Background: an optimization exercise with open tools, aiming at a short achievable clock period and few clock cycles per item. Do not read the settings as production practice. Where RTL was checked, it was by simulation tests only, not by an equivalence proof against the original. For runs 4 and 5, only the layout was checked, not whether the RTL still works. Power is estimated from default activity; no workload was simulated.

File: config.mk
export PLATFORM = sky130hd
export DESIGN_NAME = legv8Core
export DESIGN_NICKNAME = legv8Core
export VERILOG_FILES = /design/flow/design.v
export SDC_FILE = /design/flow/constraint.sdc
export NUM_CORES = 4
export LEC_CHECK = 0
export ABC_CLOCK_PERIOD_IN_PS = 2000
export CAP_MARGIN = 20
export CORE_MARGIN = 2
export CORE_UTILIZATION = 50
export SLEW_MARGIN = 20
export TNS_END_PERCENT = 100
File: constraint.sdc
create_clock -name core_clock -period 13.0 [get_ports {clock}]
set_input_delay 2.6000 -clock core_clock [delete_from_list [all_inputs] [get_ports {clock}]]
set_output_delay 2.6000 -clock core_clock [all_outputs]
set_load 0.01 [all_outputs]
File: design.v
`timescale 1ns/1ps
`default_nettype none
package legv8Pkg;
	localparam int XLEN = 32;  
	localparam int REG_ADDR_W = 5;
	localparam int REG_COUNT = 32;
	localparam logic [REG_ADDR_W-1:0] ZERO_REG = 5'd31;  
	localparam int DMEM_WORDS = 16;
	localparam int DMEM_INDEX_W = 4;  
	localparam logic [XLEN-1:0] PC_STEP = 32'd4;  
	localparam logic [10:0] OP_ADD = 11'b100_0101_1000;
	localparam logic [10:0] OP_SUB = 11'b110_0101_1000;
	localparam logic [10:0] OP_AND = 11'b100_0101_0000;
	localparam logic [10:0] OP_ORR = 11'b101_0101_0000;
	localparam logic [10:0] OP_EOR = 11'b110_0101_0000;
	localparam logic [10:0] OP_LDUR = 11'b111_1100_0010;
	localparam logic [10:0] OP_STUR = 11'b111_1100_0000;
	localparam logic [9:0] OP_ADDI = 10'b10_0100_0100;
	localparam logic [9:0] OP_SUBI = 10'b11_0100_0100;
	localparam logic [9:0] OP_ANDI = 10'b10_0100_1000;
	localparam logic [9:0] OP_ORRI = 10'b10_1100_1000;
	localparam logic [9:0] OP_EORI = 10'b11_0100_1000;
	localparam logic [7:0] OP_CBZ = 8'b1011_0100;
	localparam logic [7:0] OP_CBNZ = 8'b1011_0101;
	localparam logic [5:0] OP_B = 6'b00_0101;  
	typedef enum logic [2:0] {
		ALU_ADD,  
		ALU_SUB,
		ALU_AND,
		ALU_ORR,
		ALU_EOR,
		ALU_PASSB  
	} aluOpT;
	typedef struct packed {
		logic regWrite;
		logic memRead;
		logic memWrite;
		logic memToReg;  
		logic aluSrc;  
		logic condZero;  
		logic condNonZero;  
		logic uncond;  
		aluOpT aluOp;
	} ctrlT;
	typedef struct packed {
		ctrlT ctrl;
		logic [XLEN-1:0] pc;
		logic [REG_ADDR_W-1:0] rd;
		logic [XLEN-1:0] immediate;  
		logic valid;  
	} decodedT;
	typedef struct packed {
		decodedT dec;
		logic [XLEN-1:0] aluResult;
		logic [XLEN-1:0] storeData;
	} execT;
	typedef struct packed {
		logic valid;
		logic [XLEN-1:0] pc;
		logic regWrite;
		logic [REG_ADDR_W-1:0] rd;
		logic [XLEN-1:0] regData;
		logic memWrite;
		logic [DMEM_INDEX_W-1:0] memIndex;
		logic [XLEN-1:0] storeData;
	} commitT;
endpackage
`default_nettype wire
`timescale 1ns/1ps
`default_nettype none
import legv8Pkg::*;
module instructionDecoder (
	input logic [XLEN-1:0] instr,
	output logic regWrite,  
	output logic memRead,  
	output logic memWrite,  
	output logic useImm,  
	output logic selAdd,  
	output logic selSub,
	output logic selAnd,
	output logic selOrr,
	output logic selEor,
	output logic isCbz,
	output logic isCbnz,
	output logic isB,
	output logic [XLEN-1:0] immediate,  
	output logic [REG_ADDR_W-1:0] readAddr1,  
	output logic readRt,  
	output logic [REG_ADDR_W-1:0] rd
);
	logic [10:0] op11;
	logic [9:0] op10;
	logic [7:0] op8;
	logic [5:0] op6;
	logic mR, mLd, mSt, mI, mCb;
	logic wr;
	assign op11 = instr[31:21];
	assign op10 = instr[31:22];
	assign op8 = instr[31:24];
	assign op6 = instr[31:26];
	assign rd = instr[4:0];
	assign mR = (op11 == OP_ADD) || (op11 == OP_SUB) || (op11 == OP_AND) || (op11 == OP_ORR)
		|| (op11 == OP_EOR);
	assign mLd = (op11 == OP_LDUR);
	assign mSt = (op11 == OP_STUR);
	assign mI = (op10 == OP_ADDI) || (op10 == OP_SUBI) || (op10 == OP_ANDI) || (op10 == OP_ORRI)
		|| (op10 == OP_EORI);
	assign mCb = (op8 == OP_CBZ) || (op8 == OP_CBNZ);
	assign isCbz = (op8 == OP_CBZ);
	assign isCbnz = (op8 == OP_CBNZ);
	assign isB = (op6 == OP_B);
	assign wr = mR || mLd || mI;
	assign regWrite = wr && (rd != ZERO_REG);
	assign memRead = mLd;
	assign memWrite = mSt;
	assign useImm = mLd || mSt || mI;
	assign selSub = (op11 == OP_SUB) || (op10 == OP_SUBI);
	assign selAnd = (op11 == OP_AND) || (op10 == OP_ANDI);
	assign selOrr = (op11 == OP_ORR) || (op10 == OP_ORRI);
	assign selEor = (op11 == OP_EOR) || (op10 == OP_EORI);
	assign selAdd = (op11 == OP_ADD) || (op10 == OP_ADDI);
	assign immediate = mI ? {{(XLEN-12){instr[21]}}, instr[21:10]}
		: {{(XLEN-9){instr[20]}}, instr[20:12]};
	assign readAddr1 = instr[9:5];
	assign readRt = mSt || mCb;
endmodule
`default_nettype wire
`timescale 1ns/1ps
`default_nettype none
import legv8Pkg::*;
module registerFile (
	input logic clock,
	input logic clear,  
	input logic [REG_ADDR_W-1:0] readAddr1,
	input logic [REG_ADDR_W-1:0] readAddr2,
	input logic [REG_ADDR_W-1:0] readAddr3,
	output logic [XLEN-1:0] readData1,
	output logic [XLEN-1:0] readData2,
	output logic [XLEN-1:0] readData3,
	output logic readZero3,  
	input logic writeEnable,
	input logic [REG_ADDR_W-1:0] writeAddr,  
	input logic [XLEN-1:0] writeData,
	input logic writeZero  
);
	logic [XLEN-1:0] regs [REG_COUNT-1];
	logic [REG_COUNT-2:0] isZero;
	always_ff @(posedge clock) begin
		if (clear) begin
			for (int i = 0; i < REG_COUNT - 1; i++) begin
				regs[i] <= '0;
			end
		end else if (writeEnable) begin
			regs[writeAddr] <= writeData;
		end
	end
	always_ff @(posedge clock) begin
		if (clear) begin
			isZero <= '1;
		end else if (writeEnable) begin
			isZero[writeAddr] <= writeZero;
		end
	end
	assign readData1 = (readAddr1 == ZERO_REG) ? '0 : regs[readAddr1];
	assign readData2 = (readAddr2 == ZERO_REG) ? '0 : regs[readAddr2];
	assign readData3 = (readAddr3 == ZERO_REG) ? '0 : regs[readAddr3];
	assign readZero3 = (readAddr3 == ZERO_REG) || isZero[readAddr3];
endmodule
`default_nettype wire
`timescale 1ns/1ps
`default_nettype none
import legv8Pkg::*;
module executeUnit (
	input logic [XLEN-1:0] operandA,
	input logic [XLEN-1:0] operandB,  
	input logic selAdd,
	input logic selSub,
	input logic selAnd,
	input logic selOrr,
	input logic selEor,
	output logic [XLEN-1:0] aluResult,  
	output logic aluZero  
);
	logic [XLEN-1:0] sum;
	logic [XLEN-1:0] diff;
	prefixAdder #(.W(XLEN)) u_sum (
		.a(operandA),
		.b(operandB),
		.cin(1'b0),
		.sum(sum)
	);
	prefixAdder #(.W(XLEN)) u_diff (
		.a(operandA),
		.b(~operandB),
		.cin(1'b1),
		.sum(diff)
	);
	assign aluResult = ({XLEN{selAdd}} & sum)
		| ({XLEN{selSub}} & diff)
		| ({XLEN{selAnd}} & (operandA & operandB))
		| ({XLEN{selOrr}} & (operandA | operandB))
		| ({XLEN{selEor}} & (operandA ^ operandB));
	logic [XLEN-1:0] halfSum;
	logic [XLEN-1:0] carryIfZero;
	logic zeroSum;
	assign halfSum = operandA ^ operandB;
	assign carryIfZero = {operandA[XLEN-2:0] | operandB[XLEN-2:0], 1'b0};
	assign zeroSum = (halfSum == carryIfZero);
	assign aluZero = !((selAdd && !zeroSum)
		|| ((selSub || selEor) && (halfSum != '0))
		|| (selAnd && ((operandA & operandB) != '0))
		|| (selOrr && ((operandA | operandB) != '0)));
endmodule
`default_nettype wire
`default_nettype none
module prefixAdder #(
	parameter int W = 32  
) (
	input logic [W-1:0] a,
	input logic [W-1:0] b,
	input logic cin,
	output logic [W-1:0] sum
);
	localparam int LEVELS = 5;  
	logic [LEVELS:0][W-1:0] gen;  
	logic [LEVELS:0][W-1:0] prop;
	logic [W-1:0] half;
	assign half = a ^ b;
	assign gen[0] = (a & b) | {{(W-1){1'b0}}, cin & half[0]};
	assign prop[0] = half;
	for (genvar l = 0; l < LEVELS; l++) begin : g_level
		for (genvar i = 0; i < W; i++) begin : g_bit
			if (i >= (1 << l)) begin : g_merge
				assign gen[l+1][i] = gen[l][i] | (prop[l][i] & gen[l][i-(1<<l)]);
				assign prop[l+1][i] = prop[l][i] & prop[l][i-(1<<l)];
			end else begin : g_pass
				assign gen[l+1][i] = gen[l][i];
				assign prop[l+1][i] = prop[l][i];
			end
		end
	end
	assign sum = half ^ {gen[LEVELS][W-2:0], cin};
endmodule
`default_nettype wire
`timescale 1ns/1ps
`default_nettype none
import legv8Pkg::*;
module memoryWriteback (
	input logic clock,
	input logic clear,  
	input logic [DMEM_INDEX_W-1:0] index,
	output logic [XLEN-1:0] readData,
	output logic readZero,  
	input logic writeEnable,
	input logic [XLEN-1:0] writeData,
	input logic writeZero  
);
	logic [XLEN-1:0] dmem [DMEM_WORDS];
	logic [DMEM_WORDS-1:0] isZero;  
	always_ff @(posedge clock) begin
		if (clear) begin
			for (int i = 0; i < DMEM_WORDS; i++) begin
				dmem[i] <= '0;
			end
		end else if (writeEnable) begin
			dmem[index] <= writeData;
		end
	end
	always_ff @(posedge clock) begin
		if (clear) begin
			isZero <= '1;
		end else if (writeEnable) begin
			isZero[index] <= writeZero;
		end
	end
	assign readData = dmem[index];
	assign readZero = isZero[index];
endmodule
`default_nettype wire
`timescale 1ns/1ps
`default_nettype none
import legv8Pkg::*;
module pcUnit (
	input logic clock,
	input logic clear,  
	input logic [XLEN-1:0] instr,
	input logic isB,
	input logic isCbz,
	input logic isCbnz,
	input logic rtZero,  
	output logic [XLEN-1:0] pc
);
	logic [XLEN-1:0] seqPc;
	logic [XLEN-1:0] targetB;
	logic [XLEN-1:0] targetCb;
	logic [XLEN-1:0] nextPc;
	logic cbTaken;
	assign seqPc = pc + PC_STEP;
	prefixAdder #(.W(XLEN)) u_targetB (
		.a(pc),
		.b({{(XLEN-28){instr[25]}}, instr[25:0], 2'b00}),
		.cin(1'b0),
		.sum(targetB)
	);
	prefixAdder #(.W(XLEN)) u_targetCb (
		.a(pc),
		.b({{(XLEN-21){instr[23]}}, instr[23:5], 2'b00}),
		.cin(1'b0),
		.sum(targetCb)
	);
	assign cbTaken = (isCbz && rtZero) || (isCbnz && !rtZero);
	assign nextPc = ({XLEN{isB}} & targetB)
		| ({XLEN{cbTaken}} & targetCb)
		| ({XLEN{!isB && !cbTaken}} & seqPc);
	always_ff @(posedge clock) begin
		if (clear) begin
			pc <= '0;
		end else begin
			pc <= nextPc;
		end
	end
endmodule
`default_nettype wire
`timescale 1ns/1ps
`default_nettype none
import legv8Pkg::*;
module legv8Core (
	input logic clock,
	input logic rst,
	input logic [XLEN-1:0] imemData,  
	output logic [XLEN-1:0] imemAddr,
	output logic commitValid,
	output logic [XLEN-1:0] commitPc,
	output logic commitRegWrite,
	output logic [REG_ADDR_W-1:0] commitRd,
	output logic [XLEN-1:0] commitRegData,
	output logic commitMemWrite,
	output logic [DMEM_INDEX_W-1:0] commitMemIndex,
	output logic [XLEN-1:0] commitStoreData
);
	logic rstQ;  
	always_ff @(posedge clock) begin
		rstQ <= rst;
	end
	logic [XLEN-1:0] pc;
	logic dRegWrite, dMemRead, dMemWrite, dUseImm;
	logic dSelAdd, dSelSub, dSelAnd, dSelOrr, dSelEor;
	logic dIsCbz, dIsCbnz, dIsB;
	logic [XLEN-1:0] dImm;
	logic [REG_ADDR_W-1:0] dRa, dRm, dRd;  
	logic dReadRt;
	logic [XLEN-1:0] dReadA, dReadM, dReadT, dReadB;
	logic dReadZeroT;
	logic dRtZero;
	logic exValid;
	logic exRegWrite;  
	logic exMemRead;
	logic exMemWrite;  
	logic exUseImm;
	logic exSelAdd, exSelSub, exSelAnd, exSelOrr, exSelEor;
	logic [XLEN-1:0] exImm;
	logic [REG_ADDR_W-1:0] exRd;
	logic [XLEN-1:0] exPc;
	logic [XLEN-1:0] exReadA, exReadB;
	logic exFwdA, exFwdB;  
	logic [XLEN-1:0] exA, exB, exOperand2;
	logic [XLEN-1:0] exAlu;
	logic [DMEM_INDEX_W+1:0] exAddrLow;
	logic [DMEM_INDEX_W-1:0] exIndex;
	logic [XLEN-1:0] exLoad;
	logic exLoadZero;
	logic exAluZero;
	logic [XLEN-1:0] exResult;
	logic exZero;
	logic cValid;
	logic [XLEN-1:0] cPc;
	logic cRegWrite;
	logic [REG_ADDR_W-1:0] cRd;
	logic [XLEN-1:0] cRegData;
	logic cMemWrite;
	logic [DMEM_INDEX_W-1:0] cMemIndex;
	logic [XLEN-1:0] cStoreData;
	assign imemAddr = pc;
	instructionDecoder u_instructionDecoder (
		.instr(imemData),
		.regWrite(dRegWrite),
		.memRead(dMemRead),
		.memWrite(dMemWrite),
		.useImm(dUseImm),
		.selAdd(dSelAdd),
		.selSub(dSelSub),
		.selAnd(dSelAnd),
		.selOrr(dSelOrr),
		.selEor(dSelEor),
		.isCbz(dIsCbz),
		.isCbnz(dIsCbnz),
		.isB(dIsB),
		.immediate(dImm),
		.readAddr1(dRa),
		.readRt(dReadRt),
		.rd(dRd)
	);
	registerFile u_registerFile (
		.clock(clock),
		.clear(rstQ),
		.readAddr1(dRa),
		.readAddr2(dRm),
		.readAddr3(dRd),
		.readData1(dReadA),
		.readData2(dReadM),
		.readData3(dReadT),
		.readZero3(dReadZeroT),
		.writeEnable(exRegWrite),
		.writeAddr(exRd),
		.writeData(exResult),
		.writeZero(exZero)
	);
	assign dRm = imemData[20:16];
	assign dReadB = dReadRt ? dReadT : dReadM;
	assign dRtZero = (exRegWrite && exRd == dRd) ? exZero : dReadZeroT;
	pcUnit u_pcUnit (
		.clock(clock),
		.clear(rstQ),
		.instr(imemData),
		.isB(dIsB),
		.isCbz(dIsCbz),
		.isCbnz(dIsCbnz),
		.rtZero(dRtZero),
		.pc(pc)
	);
	always_ff @(posedge clock) begin
		exValid <= !rst && !rstQ;
		exRegWrite <= dRegWrite && !rst && !rstQ;
		exMemWrite <= dMemWrite && !rst && !rstQ;
		exMemRead <= dMemRead;
		exUseImm <= dUseImm;
		exSelAdd <= dSelAdd || dMemRead || dMemWrite;
		exSelSub <= dSelSub;
		exSelAnd <= dSelAnd;
		exSelOrr <= dSelOrr;
		exSelEor <= dSelEor;
		exImm <= dImm;
		exRd <= dRd;
		exPc <= pc;
		exReadA <= dReadA;
		exReadB <= dReadB;
		exFwdA <= exRegWrite && exRd == dRa;
		exFwdB <= exRegWrite && (dReadRt ? (exRd == dRd) : (exRd == dRm));
	end
	assign exA = exFwdA ? cRegData : exReadA;
	assign exB = exFwdB ? cRegData : exReadB;  
	assign exOperand2 = exUseImm ? exImm : exB;
	executeUnit u_executeUnit (
		.operandA(exA),
		.operandB(exOperand2),
		.selAdd(exSelAdd && !exMemRead),
		.selSub(exSelSub),
		.selAnd(exSelAnd),
		.selOrr(exSelOrr),
		.selEor(exSelEor),
		.aluResult(exAlu),
		.aluZero(exAluZero)
	);
	assign exAddrLow = exA[DMEM_INDEX_W+1:0] + exImm[DMEM_INDEX_W+1:0];
	assign exIndex = exAddrLow[DMEM_INDEX_W+1:2];
	memoryWriteback u_memoryWriteback (
		.clock(clock),
		.clear(rstQ),
		.index(exIndex),
		.readData(exLoad),
		.readZero(exLoadZero),
		.writeEnable(exMemWrite),
		.writeData(exB),
		.writeZero(exB == '0)
	);
	assign exResult = exMemRead ? exLoad : exAlu;
	assign exZero = exMemRead ? exLoadZero : exAluZero;
	always_ff @(posedge clock) begin
		cValid <= exValid && !rst;
		cPc <= exPc;
		cRegWrite <= exRegWrite;
		cRd <= exRd;
		cRegData <= exResult;
		cMemWrite <= exMemWrite;
		cMemIndex <= exIndex;
		cStoreData <= exB;
	end
	assign commitValid = cValid && !rst;
	assign commitPc = cPc;
	assign commitRegWrite = cRegWrite;
	assign commitRd = cRd;
	assign commitRegData = cRegData;
	assign commitMemWrite = cMemWrite;
	assign commitMemIndex = cMemIndex;
	assign commitStoreData = cStoreData;
endmodule
`default_nettype wire
File: flow/run.sh
#!/bin/bash
# The standard layout, with two changes to how it is made:
# - the timing repair is asked to leave this much setup slack at the design's
#   clock period, so that it shortens every path as far as it can;
# - the port buffers are plain buffers, which the repair can then size up,
#   instead of the delay buffers buffer_ports picks by default.
set -euo pipefail
bash standard.sh "BUFFER_PORTS_ARGS=-buffer_cell sky130_fd_sc_hd__buf_4" SETUP_SLACK_MARGIN=7.6 finish > standard_make.log 2>&1
File: standard.sh
#!/bin/bash
# synth_recipe.tcl (not shown) runs the flow's synth.tcl, then flattens the netlist and writes it again
# the make line also repeats each setting of config.mk as NAME=value (left out here)
make -C /OpenROAD-flow-scripts/flow DESIGN_CONFIG=/design/flow/config.mk WORK_HOME=/design/flow/orfs CLKGATE_MAP_FILE= SYNTH_SCRIPT=/design/flow/synth_recipe.tcl "${@:-finish}"
==> notes.md, run 1 <==
top flop regs=u_registerFile.regs: 1024 flops, u_memoryWriteback.dmem: 512 flops; Final Cycle Share=42.53%; WP data arrival=roughly 2.9 ns; sequential area share after synthesis=51.44%; most frequent cells in the layout=edfxtp_1 (1536), nor2_1 (1527), mux4_2 (1000); synth warn=4; max reg flops=1024; leading area contributor after synthesis=edfxtp_1; PwrDens=~140 nW/um2; number of global-route vias before repair=72660; Clock Latency Late Sink=0.88 ns; Via density=between 7 and 8; Synth Register Bits=1849; setup slack after layout=7.471 ns; slew margin rel.=20.98%; worst slew pin tran=approximately 1.2 ns; Port Buffers=173; area grow syn2layout=12.02%; gpl congestion=0.9675; skew final=0.06162 ns; H-tree levels=4; Die W=455.3 um; # DRC=0; fin crit period=5.529 ns; Placed Area=106400 um2; Post-Syn Area per Cell=13.13 um2; synth top area cells=edfxtp_1 (45%), mux4_2 (22%), dfxtp_1 (6.2%); Clock Tree Buf Depth=3; antenna-violating nets left=0; Initial Utilization=50.34%; nets@finish=approximately 7900; top cell type's share of synthesized area=45.29%; synthesized area=101800 um2; crit-path max FO=2; Worst Setup End Kind=output port; dpl ws=6.292 ns; first-pass GRT wire length=554900 um; peak supply drop=0.1570 mV; final hold violations=0; Worst EP required=between 10 and 15 ns; hold buffers post-CTS=0; Static Leak=40.07 nW; initial antenna violation count=12; GRT Residual Overflow=0; CP Launch Type=input port; # clock sinks=1849; pin count of the biggest net entering global routing=124; Post-Synthesis Cells=7758; drt initial violations=11830; full die area=207300 um2; CTS tree=yes; Std-Cell Rows=165; drt wl/cell=38.00 um; Async SR Flop Fraction=0%; hpwl dp=230100 um; Yosys cell types=87; ratio of cells with drive above 1 in the final layout=25.42%; EDFF count, synth=1536; Top FF cell, synth=edfxtp_1; drt first pass iters=9; core area=202300 um2; via count=75600; final setup fails=0; Slew Viols, Final=0; kind of critical path=in2out; unrepaired setup endpoints after global routing=yes; Hold WC Path Type=reg2reg; Final Hold Slack=around 0.31 ns; setup TNS=0 ns; Largest Register=u_registerFile.regs; Layout Utilization=56.39%; clock buffer count from CTS=195; io pins=174; CTS Root Cell=clkbuf_16; die height=455.3 um; Max Fclk=approximately 180 MHz; clock slew at reported path FFs=0.06 ns; most common cell after layout, fill and taps aside=edfxtp_1; status=no timing/DRC/antenna violations; Final Instance Area=114100 um2; Routed WL=400800 um; MaxCap Viol Count=0; GRT Total Usage=between 30% and 40%
[area by class of cell]
class	count	area, um2
Inverter	201	785.8
Timing Repair Buffer	421	3830
Tap cell	2672	3343
Clock buffer	270	5509
Timing Repair inverter	2	16.27
Clock inverter	100	1130
Antenna cell	13	32.53
Fill cell	16360	88240
Sequential cell	1849	52400
Multi-Input combinational cell	5020	47040
[stage by stage]
stage	total power (W)	cells
3_5_place_dp	0.009890	10120
6_report	0.01582	10550
2_1_floorplan	0.008754	7758
3_3_place_gp	0.009868	10120
5_1_grt	0.01617	10540
4_1_cts	0.01570	10510
[worst paths after layout]
kind | start | endpoint | slack, ns | cells after the start
max | rst | commitValid | 7.47 | 3
max reg2reg | exFwdA | u_memoryWriteback.dmem[9][19] | 7.67 | 14
min reg2reg | exPc[7] | cPc[7] | 0.31 | 0
min | exPc[7] | cPc[7] | 0.31 | 0
[Yosys cell counts, types with 110 or more instances]
master / count
nand2_1: 373
edfxtp_1: 1536
mux4_2: 1000
a21oi_1: 184
dfxtp_1: 313
clkbuf_1: 490
ha_1: 166
nor3_1: 110
mux2i_1: 303
inv_1: 192
nor2_1: 1534
nand3_1: 112
o21ai_0: 194
[power breakdown]
group          leakage, nW  switching [W]  internal [W]
Sequential            18.4       0.000188       0.00662
Clock                 3.23        0.00251       0.00332
Combinational         18.5        0.00191       0.00126
Total                 40.1        0.00461        0.0112
[worst max-delay path, cell delays in order]
cell	delay, ns
buf_12	0.10
nor2b_4	0.12
buf_6	0.11
[kinds of logic after synthesis]
kind of cell	after synthesis	synth area share [%]
and+or+nand+nor	2409	9.918
DFF	1849	51.44
muxes	1350	25.62
AOI/OAI and AO/OA	935	6.158
buffers and inverters	892	3.417
adders and majority gates	170	2.118
xor gates and xnor gates	153	1.331
[per-layer routing]
| metal | track usage (%) | vias to the layer above | routed length, um |
|---|---|---|---|
| li1 | - | 29730 | - |
| met1 | 50.28 | 38490 | 141300 |
| met3 | 11.62 | 1265 | 55300 |
| met2 | 56.27 | 6111 | 175300 |
| met4 | 22.76 | 8 | 28730 |
| met5 | 0 | - | 112 |
[what timing repair did]
| action | in CTS | in global routing |
|---|---|---|
| cloned | 6 | 6 |
| setup buffers | 11 | 16 |
| pin swaps | 0 | 4 |
| resized for setup | 64 | 61 |
| endpoints found under the setup margin | 1398 | 757 |
Testbench counts, summed over its fixed seeds: cycles 24,024, commits 24,000.
==> inputs of run 2 (changes only) <==
--- a/design.v
+++ b/design.v
@@ -295,6 +295,8 @@
 	logic [XLEN-1:0] targetCb;
 	logic [XLEN-1:0] nextPc;
 	logic cbTaken;
+	logic [XLEN-1:2] pcWord;
+	assign pc = {pcWord, 2'b00};
 	assign seqPc = pc + PC_STEP;
 	prefixAdder #(.W(XLEN)) u_targetB (
 		.a(pc),
@@ -314,9 +316,9 @@
 		| ({XLEN{!isB && !cbTaken}} & seqPc);
 	always_ff @(posedge clock) begin
 		if (clear) begin
-			pc <= '0;
+			pcWord <= '0;
 		end else begin
-			pc <= nextPc;
+			pcWord <= nextPc[XLEN-1:2];
 		end
 	end
 endmodule
==> run 2 against run 1 <==
  * Clock skew fell by 0.026 ns
  * Global-route usage fell by 0.52 points
  * Critical path depth did not move
  * Register-to-register slack got worse by 0.09 ns
  * Setup slack improved by 0.0082 ns
  * Highest routed layer unchanged
==> notes.md, run 2 <==
status=no timing/DRC/antenna violations; die height=452.6 um (-0.60%); Post-Synthesis Cells=7615 (-1.8%); CTS tree=yes; NetSw=0.004348 W (-5.7%); leading area contributor after synthesis=edfxtp_1; internal cell power=0.01108 W (-1.1%); Register-to-Register Path Depth=18 (+4); gpl congestion=0.9745 (+0.72%); most common cell after layout, fill and taps aside=nor2_1; post-synthesis simple-gate area fraction=9.464% (-0.45 points); # clock sinks=1843 (-0.32%); Slew Viols, Final=0 (unchanged); unrepaired setup endpoints after global routing=yes; clock buffer count from CTS=197 (+1.0%); H-tree levels=4 (unchanged); max reg flops=1024 (unchanged); Std-Cell Rows=164 (-0.61%); most frequent cells in the layout=nor2_1 (1654), edfxtp_1 (1536), mux4_2 (975); peak supply drop=0.1560 mV (-0.64%); Initial Utilization=50.34% (about the same); overall power=0.01543 W (-2.5%); Yosys cell types=97 (+11%); top flop regs=u_registerFile.regs: 1024 flops, u_memoryWriteback.dmem: 512 flops; worst slew pin tran=1.240 ns (+0.05508 ns); Crit. Startpoint=rst; main combinational cell family by area after synthesis=multiplexers; final setup fails=0 (unchanged); Routed WL=391000 um (-2.4%); setup TNS=0 ns (unchanged); drt wl/cell=37.56 um (-1.1%); R2R Path Start=exFwdB; adder-cell share of the synthesized area=2.131% (+0.013 points); fin crit period=5.520 ns (-0.008220 ns); combinational power share=18.4% (-1.7 points); Worst Hold Depth=0 (unchanged); hold_sp=exPc[8]; GRT Total Usage=37.75% (-0.52 points); post-synthesis mux area share=25.45% (-0.17 points); synth warn=4 (unchanged); CTS Root Cell=clkbuf_16; skew final=0.03546 ns (-0.02617 ns); Clock Latency Late Sink=0.90 ns (+0.02 ns); Via density=7.048 (-1.7%); first-pass GRT wire length=541100 um (-2.5%); Worst Setup End Kind=output port; Reg area=52280 um2 (-0.23%); nets@finish=7781 (-1.4%); area grow syn2layout=11.61%; EDFF count, synth=1536 (unchanged); Synth Register Bits=1843 (-0.32%); Top FF cell, synth=edfxtp_1; switching share of power=28.18% (-0.97 points); GRT Residual Overflow=0 (unchanged); via count=73370 (-3.0%); Largest Register=u_registerFile.regs; Hold WC Path Type=reg2reg; drt first pass iters=8 (-1); final hold violations=0 (unchanged); # DRC=0 (unchanged); kind of critical path=in2out; Async SR Flop Fraction=0% (unchanged); Clock Tree Buf Depth=3 (unchanged); most common cell in the netlist=nor2_1; Die W=452.6 um (-0.60%); antenna-violating nets left=0 (unchanged); pin count of the biggest net entering global routing=102 (-18%); CP Launch Type=input port; synthesized area=100600 um2 (-1.2%); Port Buffers=169 (-2.3%); sequential area share after synthesis=51.95% (+0.51 points); clock power share=37.6% (+0.7 points); initial antenna violation count=10 (-2); Final Cycle Share=42.46% (-0.063 points); io pins=174 (unchanged); hpwl dp=232200 um (+0.94%); power share of the sequential group=44.0% (+0.9 points); Static Leak=39.97 nW (-0.25%); synth top area cells=edfxtp_1 (46%), mux4_2 (22%), nor2_1 (6.2%); clock slew at reported path FFs=0.07 ns (about the same); Max Fclk=181.1 MHz (+0.15%); crit-path max FO=2 (unchanged); drt initial violations=11280 (-4.7%); WP data arrival=2.92 ns (about the same); Fillers=16270 (-0.51%); top cell type's share of synthesized area=45.84% (+0.55 points); Worst EP required=10.40 ns (about the same); PwrDens=137.4 nW/um2 (-0.93%); full die area=204800 um2 (-1.2%); number of global-route vias before repair=71400 (-1.7%); ratio of cells with drive above 1 in the final layout=25.78% (+0.36 points); Post-Syn Area per Cell=13.21 um2 (+0.66%); Multi-input gate area=45750 um2 (-2.7%); MaxCap Viol Count=0 (unchanged); Synth Area in Compound Gates=6.077% (-0.081 points); slew margin rel.=17.00% (-4.0 points); XOR/XNOR Fraction of Synth Area=1.549% (+0.22 points); core area=199900 um2 (-1.2%); hold buffers post-CTS=0 (unchanged); Post-synth top cells=nor2_1 (1655), edfxtp_1 (1536), mux4_2 (975)
==> run 2: cells by family after synthesis <==
family	count (synthesis)
simple gates	2323
mux	1327
buf+inv	862
flops	1843
xor+xnor	174
compound gates	916
fa+ha+maj	169
other cells	1
==> run 2: routing by layer <==
metal  wire length (um)  up-vias  GRT usage [%]
met5                154        -         0.3965
met4              28120        8          22.67
met3              49940     1346          10.81
met2             179200     5671          58.55
met1             133500    37260          47.12
li1                   -    29080              -
==> run 2: worst paths after layout <==
| path | to | slack (ns) |
|---|---|---|
| setup / recovery | commitValid | 7.48 |
| hold / removal | cPc[8] | 0.31 |
| setup reg to reg | u_pcUnit.pcWord[7] | 7.58 |
| hold reg to reg | cPc[8] | 0.31 |
==> run 2: final cells by class <==
| cell class | instances | share of cell area, % |
|---|---|---|
| inverters | 191 | 0.6651 |
| multi-input cells | 4913 | 40.74 |
| well taps | 2656 | 2.959 |
| flip-flops and latches | 1843 | 46.55 |
| clock buffers | 265 | 4.853 |
| diodes | 7 | 0.01560 |
| repair inverters | 2 | 0.01448 |
| clock inverters | 102 | 0.9782 |
| repair buffers | 430 | 3.228 |
==> run 2: per-stage QoR <==
stage / hold WS (ns) / std cells / instance area, um2 / worst slack (ns) / utilization, %
global placement: 0.3102 / 10010 / 104900 / 6.264 / 52.50
floorplan: 0.3096 / 7618 / 100700 / 7.603 / -
global route: 0.3303 / 10400 / 112300 / 7.456 / 56.18
finish: 0.3132 / 10410 / 112300 / 7.480 / 56.19
detailed placement: 0.3121 / 10010 / 104900 / 6.250 / 52.51
CTS: 0.3174 / 10390 / 111900 / 7.480 / 55.99
==> run 2: critical path, stage by stage <==
cell	delay (ns)
buf_8	0.09
nor2b_1	0.10
buf_4	0.13
==> run 2: timing repair <==
item                                    4_1_cts  5_1_grt
setup buffers                                 7       10
endpoints found under the setup margin     1259     1023
gates cloned                                  2        3
pin swaps                                     2        6
gates resized for setup                      63       62
==> run 2: power groups by stage <==
| stage | clock, W | combinational (W) | sequential [W] |
|---|---|---|---|
| after floorplan | 0 | 0.00181 | 0.00681 |
| after global placement | 0 | 0.00270 | 0.00688 |
| final | 0.00580 | 0.00284 | 0.00678 |
| after global routing | 0.00604 | 0.00296 | 0.00680 |
| after CTS | 0.00582 | 0.00276 | 0.00677 |
| after detailed placement | 0 | 0.00270 | 0.00689 |
Testbench counts of run 2, summed over its fixed seeds: cycles 24,024, commits 24,000.
==> inputs of run 3 (changes only) <==
--- a/flow/run.sh
+++ b/flow/run.sh
@@ -5,4 +5,4 @@
 # - the port buffers are plain buffers, which the repair can then size up,
 #   instead of the delay buffers buffer_ports picks by default.
 set -euo pipefail
-bash standard.sh "BUFFER_PORTS_ARGS=-buffer_cell sky130_fd_sc_hd__buf_4" SETUP_SLACK_MARGIN=7.6 finish > standard_make.log 2>&1
+bash standard.sh "BUFFER_PORTS_ARGS=-buffer_cell sky130_fd_sc_hd__buf_4" SETUP_SLACK_MARGIN=8.0 finish > standard_make.log 2>&1
==> run 3 against run 2 <==
  * Still clean on timing, DRC and antenna
  * Sequential share of layout area shrank 0.50 points
  * Sequential power about the same
  * Setup slack improved by 0.018 ns
  * Worst hold slack improved by 0.012 ns
  * Die area stayed put
  * Register-to-register slack improved by 0.49 ns
  * Routed wire length up 1.9%
  * Combinational power is 4% higher
  * First-iteration DRC count is 4.0% higher
  * Non-clock buffer count is 35 higher
  * Synthesized cell count stayed put
==> notes.md, run 3 <==
status=no timing/DRC/antenna violations; worst slew pin tran=1.199 ns (-0.04109 ns); clock slew at reported path FFs=0.05 ns (-0.02 ns); via count=74260 (+1.2%); synth top area cells=edfxtp_1 (46%), mux4_2 (22%), nor2_1 (6.2%); antenna-violating nets left=0 (unchanged); core area=199900 um2 (unchanged); drt first pass iters=6 (-2); setup TNS=0 ns (unchanged); power share of the sequential group=43.8% (-0.2 points); number of global-route vias before repair=71730 (+0.46%); final setup fails=0 (unchanged); synth warn=4 (unchanged); peak supply drop=0.1604 mV (+2.8%); WP data arrival=2.90 ns (-0.02 ns); clock buffer count from CTS=195 (-1.0%); Via density=7.108 (+0.85%); most common cell after layout, fill and taps aside=nor2_1; NetSw=0.004443 W (+2.2%); switching share of power=28.72% (+0.54 points); GRT Total Usage=38.46% (+0.71 points); drt wl/cell=38.13 um (+1.5%); ratio of cells with drive above 1 in the final layout=26.87% (+1.1 points); MaxCap Viol Count=0 (unchanged); Yosys cell types=97 (unchanged); Worst Hold Depth=0 (unchanged); # DRC=0 (unchanged); Final Hold Slack=0.3249 ns (+0.01172 ns); EDFF count, synth=1536 (unchanged); Final Cycle Share=42.32% (-0.14 points); WP depth=3 (unchanged); Clock Tree Buf Depth=3 (unchanged); Routed WL=398400 um (+1.9%); crit-path max FO=2 (unchanged); Hold WC Path Type=reg2reg; Max Fclk=181.8 MHz (+0.33%); nets@finish=7813 (+0.41%); top flop regs=u_registerFile.regs: 1024 flops, u_memoryWriteback.dmem: 512 flops; buffers and inverters on the worst path=2 (unchanged); Post-synth top cells=nor2_1 (1655), edfxtp_1 (1536), mux4_2 (975); Register-to-Register Path Depth=6 (-12); Worst EP required=10.40 ns (about the same); fin crit period=5.502 ns (-0.01841 ns); Std-Cell Rows=164 (unchanged); # clock sinks=1843 (unchanged); clock power share=37.2% (-0.4 points); internal cell power=0.01103 W (-0.46%); hpwl dp=234700 um (+1.1%); PwrDens=136.3 nW/um2 (-0.80%); die height=452.6 um (unchanged); final hold violations=0 (unchanged); Static Leak=40.47 nW (+1.2%); Clock Latency Late Sink=0.90 ns (about the same); GRT Residual Overflow=0 (unchanged); sequential area share after synthesis=51.95% (unchanged); io pins=174 (unchanged); CP Launch Type=input port; Die W=452.6 um (unchanged); CTS tree=yes; initial antenna violation count=12 (+2); CP max stage cell=buf_8; Post-Synthesis Cells=7615 (unchanged); top cell type's share of synthesized area=45.84% (unchanged); Top FF cell, synth=edfxtp_1; area grow syn2layout=12.83%; CTS Root Cell=clkbuf_16; first-pass GRT wire length=551200 um (+1.8%); Slew Viols, Final=0 (unchanged); full die area=204800 um2 (unchanged); Post-Syn Area per Cell=13.21 um2 (unchanged); leading area contributor after synthesis=edfxtp_1; kind of critical path=in2out; drt initial violations=11730 (+4.0%); Async SR Flop Fraction=0% (unchanged); most frequent cells in the layout=nor2_1 (1651), edfxtp_1 (1536), mux4_2 (975); Crit path max-delay family=buffers and inverters; worst-path cell chain=buf_8 -> nor2b_4 -> buf_6; Port Buffers=169 (unchanged); unrepaired setup endpoints after global routing=yes; Worst Setup End Kind=output port; slowest stage delay, CP=0.10 ns (-0.03 ns); max reg flops=1024 (unchanged); slew margin rel.=20.05% (+3.0 points); Synth Register Bits=1843 (unchanged); combinational power share=19.1% (+0.7 points); synthesized area=100600 um2 (unchanged); skew final=0.05322 ns (+0.01776 ns); Largest Register=u_registerFile.regs; pin count of the biggest net entering global routing=103 (+0.98%); gpl congestion=1.006 (+3.3%); Initial Utilization=50.34% (unchanged); H-tree levels=4 (unchanged); most common cell in the netlist=nor2_1
==> run 3: final cells by class <==
type / instances / area [um2]
fill: 16180 / 86330
sequential: 1843 / 52280
multi-input combinational: 4913 / 46070
clock buffer: 270 / 5416
timing repair buffer: 465 / 4556
tap: 2656 / 3323
clock inverter: 99 / 1110
inverter: 191 / 748.2
antenna: 9 / 22.52
timing repair inverter: 1 / 7.507
==> run 3: logic make-up after synthesis <==
family / synth area share (%)
xor gates and xnor gates: 1.549
AOI/OAI and AO/OA: 6.077
DFF: 51.95
other: 0.003727
and+or+nand+nor: 9.464
muxes: 25.45
adders and majority gates: 2.131
buffers and inverters: 3.375
==> run 3: metal layers <==
layer / GRT usage (%) / vias up / wire length (um)
met5: 0 / - / 69
met3: 11.09 / 1416 / 52080
met1: 47.70 / 37680 / 135100
met4: 24.54 / 10 / 30320
li1: - / 29150 / -
met2: 59.32 / 5997 / 180800
==> run 3: power by group through the flow <==
stage / Combinational (W) / Sequential [W] / Clock, W
floorplan: 0.00181 / 0.00681 / 0
global route: 0.00306 / 0.00678 / 0.00600
finish: 0.00295 / 0.00677 / 0.00575
detailed placement: 0.00271 / 0.00688 / 0
CTS: 0.00283 / 0.00676 / 0.00577
global placement: 0.00271 / 0.00687 / 0
==> run 3: path summary, 6_finish.rpt <==
path | startpoint | slack, ns | to
max | rst | 7.50 | commitValid
min | exPc[21] | 0.32 | cPc[21]
max reg2reg | exRd[0] | 8.07 | u_registerFile.regs[5][1]
min reg2reg | exPc[21] | 0.32 | cPc[21]
==> run 3: worst register-to-register path, delay by kind of cell (launching register included) <==
family | cells | cell delay, ns
buf+inv | 2 | 1.27
flops | 1 | 0.78
simple gates | 3 | 1.87
fa+ha+maj | 1 | 0.55
==> run 3: timing repair <==
action                                  in CTS  in global routing
buffers inserted                            23                 19
gates resized for setup                    134                128
hold endpoints to repair                     0                  0
gates cloned                                 7                  9
hold buffers                                 0                  0
endpoints found under the setup margin    1338               1140
pin swaps                                    3                 15
==> run 3: stage by stage <==
stage	setup WS (ns)	cells	cell area, um2	power (W)	util, %
final	7.498	10450	113500	0.01547	56.80
after global routing	7.469	10440	113500	0.01584	56.79
after CTS	7.504	10410	112600	0.01536	56.34
after detailed placement	6.496	10010	105100	0.009591	52.61
after global placement	6.368	10010	105100	0.009581	52.57
after floorplan	7.695	7618	100900	0.008625	-
==> inputs of run 4 (changes only) <==
--- a/design.v
+++ b/design.v
@@ -214,14 +214,14 @@
 `default_nettype wire
 `default_nettype none
 module prefixAdder #(
-	parameter int W = 32  
+	parameter int W = 32
 ) (
 	input logic [W-1:0] a,
 	input logic [W-1:0] b,
 	input logic cin,
 	output logic [W-1:0] sum
 );
-	localparam int LEVELS = 5;  
+	localparam int LEVELS = $clog2(W);
 	logic [LEVELS:0][W-1:0] gen;  
 	logic [LEVELS:0][W-1:0] prop;
 	logic [W-1:0] half;
@@ -295,8 +295,6 @@
 	logic [XLEN-1:0] targetCb;
 	logic [XLEN-1:0] nextPc;
 	logic cbTaken;
-	logic [XLEN-1:2] pcWord;
-	assign pc = {pcWord, 2'b00};
 	assign seqPc = pc + PC_STEP;
 	prefixAdder #(.W(XLEN)) u_targetB (
 		.a(pc),
@@ -316,9 +314,9 @@
 		| ({XLEN{!isB && !cbTaken}} & seqPc);
 	always_ff @(posedge clock) begin
 		if (clear) begin
-			pcWord <= '0;
+			pc <= '0;
 		end else begin
-			pcWord <= nextPc[XLEN-1:2];
+			pc <= nextPc;
 		end
 	end
 endmodule
==> flow/run.sh (replaced) <==
#!/bin/bash
# The standard layout, with three changes to how it is made:
# - the timing repair is asked to leave this much setup slack at the design's
#   clock period, so that it shortens every path as far as it can;
# - the port buffers are plain buffers, which the repair can then size up,
#   instead of the delay buffers buffer_ports picks by default;
# - the pins of rst and commitValid are placed next to each other (pins.tcl).
set -euo pipefail
bash standard.sh "BUFFER_PORTS_ARGS=-buffer_cell sky130_fd_sc_hd__buf_4" \
	"PRE_IO_PLACEMENT_TCL=$(pwd)/flow/pins.tcl" \
	SETUP_SLACK_MARGIN=7.6 finish > standard_make.log 2>&1
==> flow/pins.tcl (new file) <==
# rst and commitValid are joined by a combinational path (commitValid is low
# while rst is high); keep their pins side by side so that path stays short.
set_io_pin_constraint -group -order -pin_names {rst commitValid}
--- a/config.mk
+++ b/config.mk
@@ -5,7 +5,7 @@
 export SDC_FILE = /design/flow/constraint.sdc
 export NUM_CORES = 4
 export LEC_CHECK = 0
-export ABC_CLOCK_PERIOD_IN_PS = 2000
+export ABC_CLOCK_PERIOD_IN_PS = 500
 export CAP_MARGIN = 20
 export CORE_MARGIN = 2
 export CORE_UTILIZATION = 50
==> run 4 against run 3 <==
  * Global-route usage decreased by 1.3 points
  * Still clean on timing, DRC and antenna
  * Cell count up 0.88%
  * Largest cell class unchanged
  * Combinational power rose by 6.8%
==> notes.md, run 4 <==
status=no timing/DRC/antenna violations; clock power share=38.0% (+0.8 points); most common cell in the netlist=edfxtp_1; worst-path cell chain=buf_4 -> buf_4 -> and2_4 -> buf_4 -> a221oi_1 -> o21a_1 -> a221oi_1 -> mux2_2 -> o22ai_1; setup TNS=0 ns (unchanged); nets@finish=7893 (+1.0%); NetSw=0.004677 W (+5.3%); core area=202300 um2 (+1.2%); gpl congestion=0.9595 (-4.7%); power share of the sequential group=42.4% (-1.4 points); CTS Root Cell=clkbuf_16; peak supply drop=0.1473 mV (-8.2%); WP data arrival=6.24 ns (+3.34 ns); Clock Tree Buf Depth=3 (unchanged); ratio of cells with drive above 1 in the final layout=25.76% (-1.1 points); sequential area share after synthesis=51.44% (-0.51 points); top cell type's share of synthesized area=45.29% (-0.55 points); clock slew at reported path FFs=0.06 ns (about the same); Multi-input gate area=47080 um2 (+2.2%); Async SR Flop Fraction=0% (unchanged); Via density=7.104 (about the same); Largest Register=u_registerFile.regs; max reg flops=1024 (unchanged); hold buffers post-CTS=0 (unchanged); GRT Residual Overflow=0 (unchanged); combinational power share=19.6% (+0.5 points); Std-Cell Rows=165 (+0.61%); synthesized area=101800 um2 (+1.2%); Die W=455.3 um (+0.60%); CP Launch Type=input port; number of global-route vias before repair=71760 (+0.039%); die height=455.3 um (+0.60%); leading area contributor after synthesis=edfxtp_1; clock buffer count from CTS=199 (+2.1%); Hold WC Path Type=reg2reg; drt initial violations=11380 (-3.0%); CP max stage cell=and2_4; Yosys cell types=87 (-10%); Reg area=52400 um2 (+0.22%); Worst Setup End Kind=flop; met3 Usage GRT=9.741% (-1.3 points); Clock Latency Late Sink=0.91 ns (about the same); H-tree levels=4 (unchanged); final hold violations=0 (unchanged); Top FF cell, synth=edfxtp_1; MaxCap Viol Count=0 (unchanged); unrepaired setup endpoints after global routing=yes; fin crit period=5.519 ns (+0.01675 ns); most frequent CP cell=buf_4; Crit path max-delay family=buffers and inverters; # DRC=0 (unchanged); top flop regs=u_registerFile.regs: 1024 flops, u_memoryWriteback.dmem: 512 flops; first-pass GRT wire length=540900 um (-1.9%); crit-path max FO=45 (+43); pin count of the biggest net entering global routing=117 (+14%); most frequent cells in the layout=edfxtp_1 (1536), nor2_1 (1525), mux4_2 (1000); area grow syn2layout=12.40%; Fillers=16350 (+1.1%); skew final=0.06342 ns (+0.01020 ns); buffers and inverters on the worst path=3 (+1); GRT met1 Usage=49.87% (+2.2 points); kind of critical path=in2reg; drt wl/cell=36.95 um (-3.1%); initial antenna violation count=8 (-4); GRT Total Usage=37.15% (-1.3 points); # clock sinks=1849 (+0.33%); Port Buffers=173 (+2.4%); synth warn=4 (unchanged); final setup fails=0 (unchanged); Synth Register Bits=1849 (+0.33%); CTS tree=yes; switching share of power=29.08% (+0.37 points); io pins=174 (unchanged); gr busiest metal=met2; internal cell power=0.01140 W (+3.4%); Final Cycle Share=42.45% (+0.13 points); antenna-violating nets left=0 (unchanged); most common cell after layout, fill and taps aside=edfxtp_1; via count=74870 (+0.83%); full die area=207300 um2 (+1.2%); Initial Utilization=50.34% (about the same); EDFF count, synth=1536 (unchanged); Post-Synthesis Cells=7758 (+1.9%); slowest stage delay, CP=0.86 ns (+0.76 ns); Routed WL=389400 um (-2.3%); PwrDens=140.5 nW/um2 (+3.1%); Static Leak=40.28 nW (-0.47%); Worst EP required=13.72 ns (+3.32 ns); Post-Syn Area per Cell=13.13 um2 (-0.65%); setup slack after layout=7.481 ns (-0.01675 ns); drt first pass iters=6 (unchanged); Post-synth top cells=edfxtp_1 (1536), nor2_1 (1534), mux4_2 (1000); synth top area cells=edfxtp_1 (45%), mux4_2 (22%), dfxtp_1 (6.2%); Slew Viols, Final=0 (unchanged); slew margin rel.=21.43% (+1.4 points); Max Fclk=181.2 MHz (-0.30%); met2 usage=54.35% (-5.0 points); hpwl dp=232000 um (-1.1%); dpl ws=6.212 ns (-0.2839 ns); worst slew pin tran=1.179 ns (-0.02066 ns)
-- run 4: changes by cell type after synthesis, sizes merged, moves of 25 or more --
cell / delta
a211oi: +30
clkbuf: +34
nand3: +28
or3: +36
nand2: +56
mux2i: +36
a31oi: +49
nor2: -122
mux2: -38
nor3: +62
o21ai: -41
mux4: +25
-- run 4: power groups by stage --
stage	clock network (W)	logic, W	registers [W]
finish	0.00611	0.00315	0.00682
global route	0.00636	0.00327	0.00683
CTS	0.00613	0.00303	0.00681
detailed placement	0	0.00296	0.00693
global placement	0	0.00295	0.00692
floorplan	0	0.00192	0.00683
-- run 4: area by class of cell --
type / instances / share of cell area, %
diodes: 2 / 0.004372
multi-input cells: 5019 / 41.13
repair inverters: 2 / 0.01421
well taps: 2672 / 2.920
clock inverters: 125 / 1.403
inverters: 201 / 0.6777
clock buffers: 252 / 4.737
flip-flops and latches: 1849 / 45.77
repair buffers: 417 / 3.341
-- run 4: through the flow --
stage          hold WS (ns)  power (W)  cell area (um2)  instances  util (%)
6_report             0.3249    0.01608           114500      10540     56.58
5_1_grt              0.3298    0.01646           114500      10540     56.58
4_1_cts              0.3254    0.01597           114000      10530     56.36
3_5_place_dp         0.3121   0.009892           106400      10130     52.59
3_3_place_gp         0.3096   0.009871           106300      10130     52.55
2_1_floorplan        0.3096   0.008754           101900       7758         -
-- run 4: kinds of logic (layout without fill, tap and decap cells) --
logic type               after synthesis  in the layout  synth area share, %
buffers and inverters                892            997                3.417
AO/OA/AOI/OAI                        935            935                6.158
other                                  0              2                    0
XOR/XNOR                             153            153                1.331
adder cells (fa/ha/maj)              170            170                2.118
flip-flops                          1849           1849                51.44
AND/OR/NAND/NOR                     2409           2409                9.918
multiplexers                        1350           1352                25.62
-- run 4: repair_timing --
| item | in CTS | in global routing |
|---|---|---|
| endpoints found under the hold margin | 0 | 0 |
| endpoints found under the setup margin | 1560 | 915 |
| gates resized for setup | 83 | 85 |
| gates cloned | 5 | 3 |
| pin swaps | 2 | 2 |
| buffers inserted | 14 | 5 |
-- run 4: path summary, 6_finish.rpt --
path	startpoint	endpoint	slack, ns	cells past startpoint
max	imemData[18]	exReadB[29]	7.48	9
min	exPc[22]	cPc[22]	0.32	0
max reg2reg	exFwdA	u_memoryWriteback.dmem[11][22]	7.65	15
min reg2reg	exPc[22]	cPc[22]	0.32	0
-- run 4: per-layer routing --
layer,part of all wire (%),wire (um)
met1,36,140000
met2,43,169000
met3,13,52140
met4,7.2,28150
met5,0.0067,26
==> inputs of run 5 (changes only) <==
--- a/design.v
+++ b/design.v
@@ -85,14 +85,13 @@
 	output logic isB,
 	output logic [XLEN-1:0] immediate,  
 	output logic [REG_ADDR_W-1:0] readAddr1,  
-	output logic readRt,  
 	output logic [REG_ADDR_W-1:0] rd
 );
 	logic [10:0] op11;
 	logic [9:0] op10;
 	logic [7:0] op8;
 	logic [5:0] op6;
-	logic mR, mLd, mSt, mI, mCb;
+	logic mR, mLd, mSt, mI;
 	logic wr;
 	assign op11 = instr[31:21];
 	assign op10 = instr[31:22];
@@ -105,7 +104,6 @@
 	assign mSt = (op11 == OP_STUR);
 	assign mI = (op10 == OP_ADDI) || (op10 == OP_SUBI) || (op10 == OP_ANDI) || (op10 == OP_ORRI)
 		|| (op10 == OP_EORI);
-	assign mCb = (op8 == OP_CBZ) || (op8 == OP_CBNZ);
 	assign isCbz = (op8 == OP_CBZ);
 	assign isCbnz = (op8 == OP_CBNZ);
 	assign isB = (op6 == OP_B);
@@ -122,7 +120,6 @@
 	assign immediate = mI ? {{(XLEN-12){instr[21]}}, instr[21:10]}
 		: {{(XLEN-9){instr[20]}}, instr[20:12]};
 	assign readAddr1 = instr[9:5];
-	assign readRt = mSt || mCb;
 endmodule
 `default_nettype wire
 `timescale 1ns/1ps
@@ -137,17 +134,18 @@
 	output logic [XLEN-1:0] readData1,
 	output logic [XLEN-1:0] readData2,
 	output logic [XLEN-1:0] readData3,
-	output logic readZero3,  
+	input logic [REG_ADDR_W-1:0] zeroAddr,
+	output logic readZero,  
 	input logic writeEnable,
 	input logic [REG_ADDR_W-1:0] writeAddr,  
 	input logic [XLEN-1:0] writeData,
 	input logic writeZero  
 );
-	logic [XLEN-1:0] regs [REG_COUNT-1];
-	logic [REG_COUNT-2:0] isZero;
+	logic [XLEN-1:0] regs [REG_COUNT];
+	logic [REG_COUNT-1:0] isZero;
 	always_ff @(posedge clock) begin
 		if (clear) begin
-			for (int i = 0; i < REG_COUNT - 1; i++) begin
+			for (int i = 0; i < REG_COUNT; i++) begin
 				regs[i] <= '0;
 			end
 		end else if (writeEnable) begin
@@ -161,10 +159,10 @@
 			isZero[writeAddr] <= writeZero;
 		end
 	end
-	assign readData1 = (readAddr1 == ZERO_REG) ? '0 : regs[readAddr1];
-	assign readData2 = (readAddr2 == ZERO_REG) ? '0 : regs[readAddr2];
-	assign readData3 = (readAddr3 == ZERO_REG) ? '0 : regs[readAddr3];
-	assign readZero3 = (readAddr3 == ZERO_REG) || isZero[readAddr3];
+	assign readData1 = regs[readAddr1];
+	assign readData2 = regs[readAddr2];
+	assign readData3 = regs[readAddr3];
+	assign readZero = isZero[zeroAddr];
 endmodule
 `default_nettype wire
 `timescale 1ns/1ps
@@ -248,13 +246,15 @@
 module memoryWriteback (
 	input logic clock,
 	input logic clear,  
-	input logic [DMEM_INDEX_W-1:0] index,
+	input logic [DMEM_INDEX_W-1:0] readIndex,
 	output logic [XLEN-1:0] readData,
 	output logic readZero,  
 	input logic writeEnable,
+	input logic [DMEM_INDEX_W-1:0] writeIndex,
 	input logic [XLEN-1:0] writeData,
 	input logic writeZero  
 );
+	logic bypass;
 	logic [XLEN-1:0] dmem [DMEM_WORDS];
 	logic [DMEM_WORDS-1:0] isZero;  
 	always_ff @(posedge clock) begin
@@ -263,18 +263,19 @@
 				dmem[i] <= '0;
 			end
 		end else if (writeEnable) begin
-			dmem[index] <= writeData;
+			dmem[writeIndex] <= writeData;
 		end
 	end
 	always_ff @(posedge clock) begin
 		if (clear) begin
 			isZero <= '1;
 		end else if (writeEnable) begin
-			isZero[index] <= writeZero;
+			isZero[writeIndex] <= writeZero;
 		end
 	end
-	assign readData = dmem[index];
-	assign readZero = isZero[index];
+	assign bypass = writeEnable && (writeIndex == readIndex);
+	assign readData = bypass ? writeData : dmem[readIndex];
+	assign readZero = bypass ? writeZero : isZero[readIndex];
 endmodule
 `default_nettype wire
 `timescale 1ns/1ps
@@ -348,8 +349,7 @@
 	logic dIsCbz, dIsCbnz, dIsB;
 	logic [XLEN-1:0] dImm;
 	logic [REG_ADDR_W-1:0] dRa, dRm, dRd;  
-	logic dReadRt;
-	logic [XLEN-1:0] dReadA, dReadM, dReadT, dReadB;
+	logic [XLEN-1:0] dReadA, dReadM;
 	logic dReadZeroT;
 	logic dRtZero;
 	logic exValid;
@@ -362,6 +362,7 @@
 	logic [REG_ADDR_W-1:0] exRd;
 	logic [XLEN-1:0] exPc;
 	logic [XLEN-1:0] exReadA, exReadB;
+	logic [XLEN-1:0] exReadT;  
 	logic exFwdA, exFwdB;  
 	logic [XLEN-1:0] exA, exB, exOperand2;
 	logic [XLEN-1:0] exAlu;
@@ -380,6 +381,7 @@
 	logic cMemWrite;
 	logic [DMEM_INDEX_W-1:0] cMemIndex;
 	logic [XLEN-1:0] cStoreData;
+	logic cStoreZero;
 	assign imemAddr = pc;
 	instructionDecoder u_instructionDecoder (
 		.instr(imemData),
@@ -397,7 +399,6 @@
 		.isB(dIsB),
 		.immediate(dImm),
 		.readAddr1(dRa),
-		.readRt(dReadRt),
 		.rd(dRd)
 	);
 	registerFile u_registerFile (
@@ -405,18 +406,18 @@
 		.clear(rstQ),
 		.readAddr1(dRa),
 		.readAddr2(dRm),
-		.readAddr3(dRd),
+		.readAddr3(exRd),  
 		.readData1(dReadA),
 		.readData2(dReadM),
-		.readData3(dReadT),
-		.readZero3(dReadZeroT),
+		.readData3(exReadT),
+		.zeroAddr(dRd),  
+		.readZero(dReadZeroT),
 		.writeEnable(exRegWrite),
 		.writeAddr(exRd),
 		.writeData(exResult),
 		.writeZero(exZero)
 	);
 	assign dRm = imemData[20:16];
-	assign dReadB = dReadRt ? dReadT : dReadM;
 	assign dRtZero = (exRegWrite && exRd == dRd) ? exZero : dReadZeroT;
 	pcUnit u_pcUnit (
 		.clock(clock),
@@ -443,9 +444,9 @@
 		exRd <= dRd;
 		exPc <= pc;
 		exReadA <= dReadA;
-		exReadB <= dReadB;
+		exReadB <= dReadM;
 		exFwdA <= exRegWrite && exRd == dRa;
-		exFwdB <= exRegWrite && (dReadRt ? (exRd == dRd) : (exRd == dRm));
+		exFwdB <= exRegWrite && (exRd == dRm);
 	end
 	assign exA = exFwdA ? cRegData : exReadA;
 	assign exB = exFwdB ? cRegData : exReadB;  
@@ -466,12 +467,13 @@
 	memoryWriteback u_memoryWriteback (
 		.clock(clock),
 		.clear(rstQ),
-		.index(exIndex),
+		.readIndex(exIndex),
 		.readData(exLoad),
 		.readZero(exLoadZero),
-		.writeEnable(exMemWrite),
-		.writeData(exB),
-		.writeZero(exB == '0)
+		.writeEnable(cMemWrite),
+		.writeIndex(cMemIndex),
+		.writeData(cStoreData),
+		.writeZero(cStoreZero)
 	);
 	assign exResult = exMemRead ? exLoad : exAlu;
 	assign exZero = exMemRead ? exLoadZero : exAluZero;
@@ -483,7 +485,8 @@
 		cRegData <= exResult;
 		cMemWrite <= exMemWrite;
 		cMemIndex <= exIndex;
-		cStoreData <= exB;
+		cStoreData <= exReadT;
+		cStoreZero <= (exReadT == '0);
 	end
 	assign commitValid = cValid && !rst;
 	assign commitPc = cPc;
==> run 5 against run 4 <==
  * Largest cell class unchanged
  * Critical path type is now in2out
  * Highest routed layer unchanged
  * Critical path depth down 6
  * Clock power down 4.3%
  * Largest power group unchanged
  * Non-clock buffer count down 6
  * Global-route usage down 0.24 points
  * Worst hold slack worse by 0.0042 ns
==> notes.md, run 5 <==
status=no timing/DRC/antenna violations; Port Buffers=173 (unchanged); io pins=174 (unchanged); Yosys cell types=100 (+15%); drt initial violations=11410 (+0.25%); via count=72170 (-3.6%); Fillers=16200 (-0.90%); Multi-input gate area=47070 um2 (about the same); met2 usage=57.73% (+3.4 points); first-pass GRT wire length=540300 um (-0.12%); Worst EP required=10.40 ns (-3.32 ns); GRT Residual Overflow=0 (unchanged); area grow syn2layout=11.63%; Die W=455.7 um (about the same); Max Fclk=181.0 MHz (-0.11%); Top FF cell, synth=edfxtp_1; Final Cycle Share=42.50% (+0.047 points); most common cell in the netlist=edfxtp_1; Worst Setup End Kind=output port; synth warn=4 (unchanged); PwrDens=139.1 nW/um2 (-1.0%); gr busiest metal=met2; most common cell after layout, fill and taps aside=edfxtp_1; WP data arrival=2.92 ns (-3.32 ns); # clock sinks=1851 (+0.11%); hpwl dp=225900 um (-2.7%); core area=202500 um2 (+0.10%); worst slew pin tran=1.172 ns (-0.006971 ns); ratio of cells with drive above 1 in the final layout=27.98% (+2.2 points); Routed WL=391800 um (+0.63%); final setup fails=0 (unchanged); Reg area=52450 um2 (+0.10%); CP Launch Type=input port; fin crit period=5.525 ns (+0.006110 ns); gpl congestion=0.9733 (+1.4%); Clock Tree Buf Depth=3 (unchanged); Std-Cell Rows=165 (unchanged); initial antenna violation count=16 (+8); number of global-route vias before repair=70290 (-2.1%); skew final=0.05274 ns (-0.01068 ns); Post-Syn Area per Cell=13.73 um2 (+4.6%); Crit path max-delay family=buffers and inverters; Initial Utilization=50.37% (about the same); Synth Register Bits=1851 (+0.11%); top flop regs=u_registerFile.regs: 1024 flops, u_memoryWriteback.dmem: 512 flops; EDFF count, synth=1536 (unchanged); Hold WC Path Type=reg2reg; CTS Root Cell=clkbuf_16; Clock Latency Late Sink=0.91 ns (about the same); leading area contributor after synthesis=edfxtp_1; GRT Total Usage=36.91% (-0.24 points); sequential area share after synthesis=51.40% (about the same); CP max stage cell=buf_4; drt wl/cell=38.31 um (+3.7%); clock slew at reported path FFs=0.06 ns (about the same); most frequent cells in the layout=edfxtp_1 (1536), nor2_1 (1156), mux4_2 (1034); met3 Usage GRT=8.470% (-1.3 points); max reg flops=1024 (unchanged); setup TNS=0 ns (unchanged); worst-path cell chain=buf_12 -> nor2b_1 -> buf_4; GRT met1 Usage=48.66% (-1.2 points); clock buffer count from CTS=200 (+0.50%); H-tree levels=4 (unchanged); unrepaired setup endpoints after global routing=yes; Post-Synthesis Cells=7427 (-4.3%); MaxCap Viol Count=0 (unchanged); peak supply drop=0.1490 mV (+1.2%); pin count of the biggest net entering global routing=100 (-15%); slew margin rel.=21.79% (+0.36 points); buffers and inverters on the worst path=2 (-1); final hold violations=0 (unchanged); top cell type's share of synthesized area=45.22% (-0.074 points); synth top area cells=edfxtp_1 (45%), mux4_2 (23%), dfxtp_1 (6.2%); drt first pass iters=6 (unchanged); nets@finish=7586 (-3.9%); Static Leak=39.76 nW (-1.3%); CTS tree=yes; Via density=7.057 (-0.67%); Async SR Flop Fraction=0% (unchanged); slowest stage delay, CP=0.13 ns (-0.73 ns); Largest Register=u_registerFile.regs; # DRC=0 (unchanged); antenna-violating nets left=0 (unchanged); overall power=0.01583 W (-1.5%); Post-synth top cells=edfxtp_1 (1536), nor2_1 (1165), mux4_2 (1034); Slew Viols, Final=0 (unchanged); full die area=207600 um2 (+0.16%); kind of critical path=in2out; synthesized area=102000 um2 (+0.16%); crit-path max FO=2 (-96%); die height=455.7 um (about the same)
-- run 5: routing by layer --
layer / wire (um) / vias up
met5: 46 / -
met4: 23130 / 6
met3: 47610 / 1100
met2: 180600 / 5476
met1: 140500 / 37110
li1: - / 28480
-- run 5: cell type report --
type	count	area share (%)
inverters	157	0.5472
repair buffers	411	3.248
repair inverters	1	0.007691
clock buffers	277	4.838
diodes	8	0.01758
flip-flops and latches	1851	46.06
multi-input cells	4759	41.33
clock inverters	92	1.013
well taps	2672	2.936
-- run 5: worst paths after layout --
path / cells after the start / from / slack [ns] / endpoint
setup / recovery: 3 / rst / 7.48 / commitValid
hold / removal: 0 / exPc[13] / 0.32 / cPc[13]
setup reg to reg: 18 / exFwdA / 7.63 / u_registerFile.regs[30][21]
hold reg to reg: 0 / exPc[13] / 0.32 / cPc[13]
-- run 5: cell families after synthesis --
| family | count (synthesis) | share of synthesized area [%] |
|---|---|---|
| and+or+nand+nor | 2356 | 10.92 |
| DFF | 1851 | 51.40 |
| muxes | 1268 | 25.36 |
| buffers and inverters | 822 | 3.217 |
| AOI/OAI and AO/OA | 787 | 5.483 |
| xor gates and xnor gates | 172 | 1.490 |
| adders and majority gates | 171 | 2.127 |
-- run 5: metrics by stage --
| stage | instance area, um2 | hold WS (ns) | util [%] | worst slack, ns | cells |
|---|---|---|---|---|---|
| after floorplan | 102000 | 0.3096 | - | 7.622 | 7427 |
| after detailed placement | 106100 | 0.3121 | 52.40 | 5.826 | 9822 |
| after global routing | 113900 | 0.3318 | 56.22 | 7.444 | 10220 |
| after global placement | 106100 | 0.3101 | 52.39 | 5.844 | 9822 |
| after CTS | 113300 | 0.3254 | 55.96 | 7.483 | 10200 |
| final | 113900 | 0.3207 | 56.23 | 7.475 | 10230 |
-- run 5: repair_timing --
action / CTS / global route
buffers inserted: 5 / 9
hold buffers: 0 / 0
pin swaps: 3 / 5
gates resized for setup: 85 / 64
gates cloned: 4 / 9
setup endpoints to repair: 1148 / 1089
-- run 5: power by group --
part	switching (W)	internal, W
Clock	0.00255	0.00330
Combinational	0.00185	0.00127
Sequential	0.000220	0.00663
Total	0.00463	0.0112

==> what the ideal ports hide <==
The flow's constraints put no driver on any port. The routed layouts listed below were extracted and timed again, unchanged, in two steps. Step 1 sets driving cells, clkbuf_16 on the clock port and buf_2 on the other inputs (assumed; they add their load-dependent delay and slew). Step 2 moves the port delays by t, midway between the first and last clock arrival at a register: inputs arrive t later, outputs are due t later. That takes back most of the time a late clock gives input paths. Slacks: no drivers / after step 1 / after step 2; pairs: no drivers / after step 1.
| run | t, ns | setup WS [ns] | worst setup path at the end | slew at the worst register clock pin (ns) | pins driven straight from the clock port |
|---|---|---|---|---|---|
| run 1 | 0.936 | 7.471 / 7.422 / 6.722 | input to register | 0.08 / 0.08 | 1 |
| run 2 | 0.964 | 7.480 / 7.438 / 6.751 | input to register | 0.07 / 0.07 | 1 |
| run 3 | 0.967 | 7.498 / 7.457 / 6.806 | input to register | 0.07 / 0.07 | 1 |
| run 4 | 0.975 | 7.481 / 7.430 / 6.573 | input to register | 0.08 / 0.08 | 1 |
| run 5 | 0.972 | 7.475 / 7.423 / 6.628 | input to register | 0.07 / 0.07 | 1 |
After both steps every run listed still meets setup and hold. The setup slack of run 4, which loses most, moves by -0.051 ns with the drivers and by -0.908 ns with both steps.
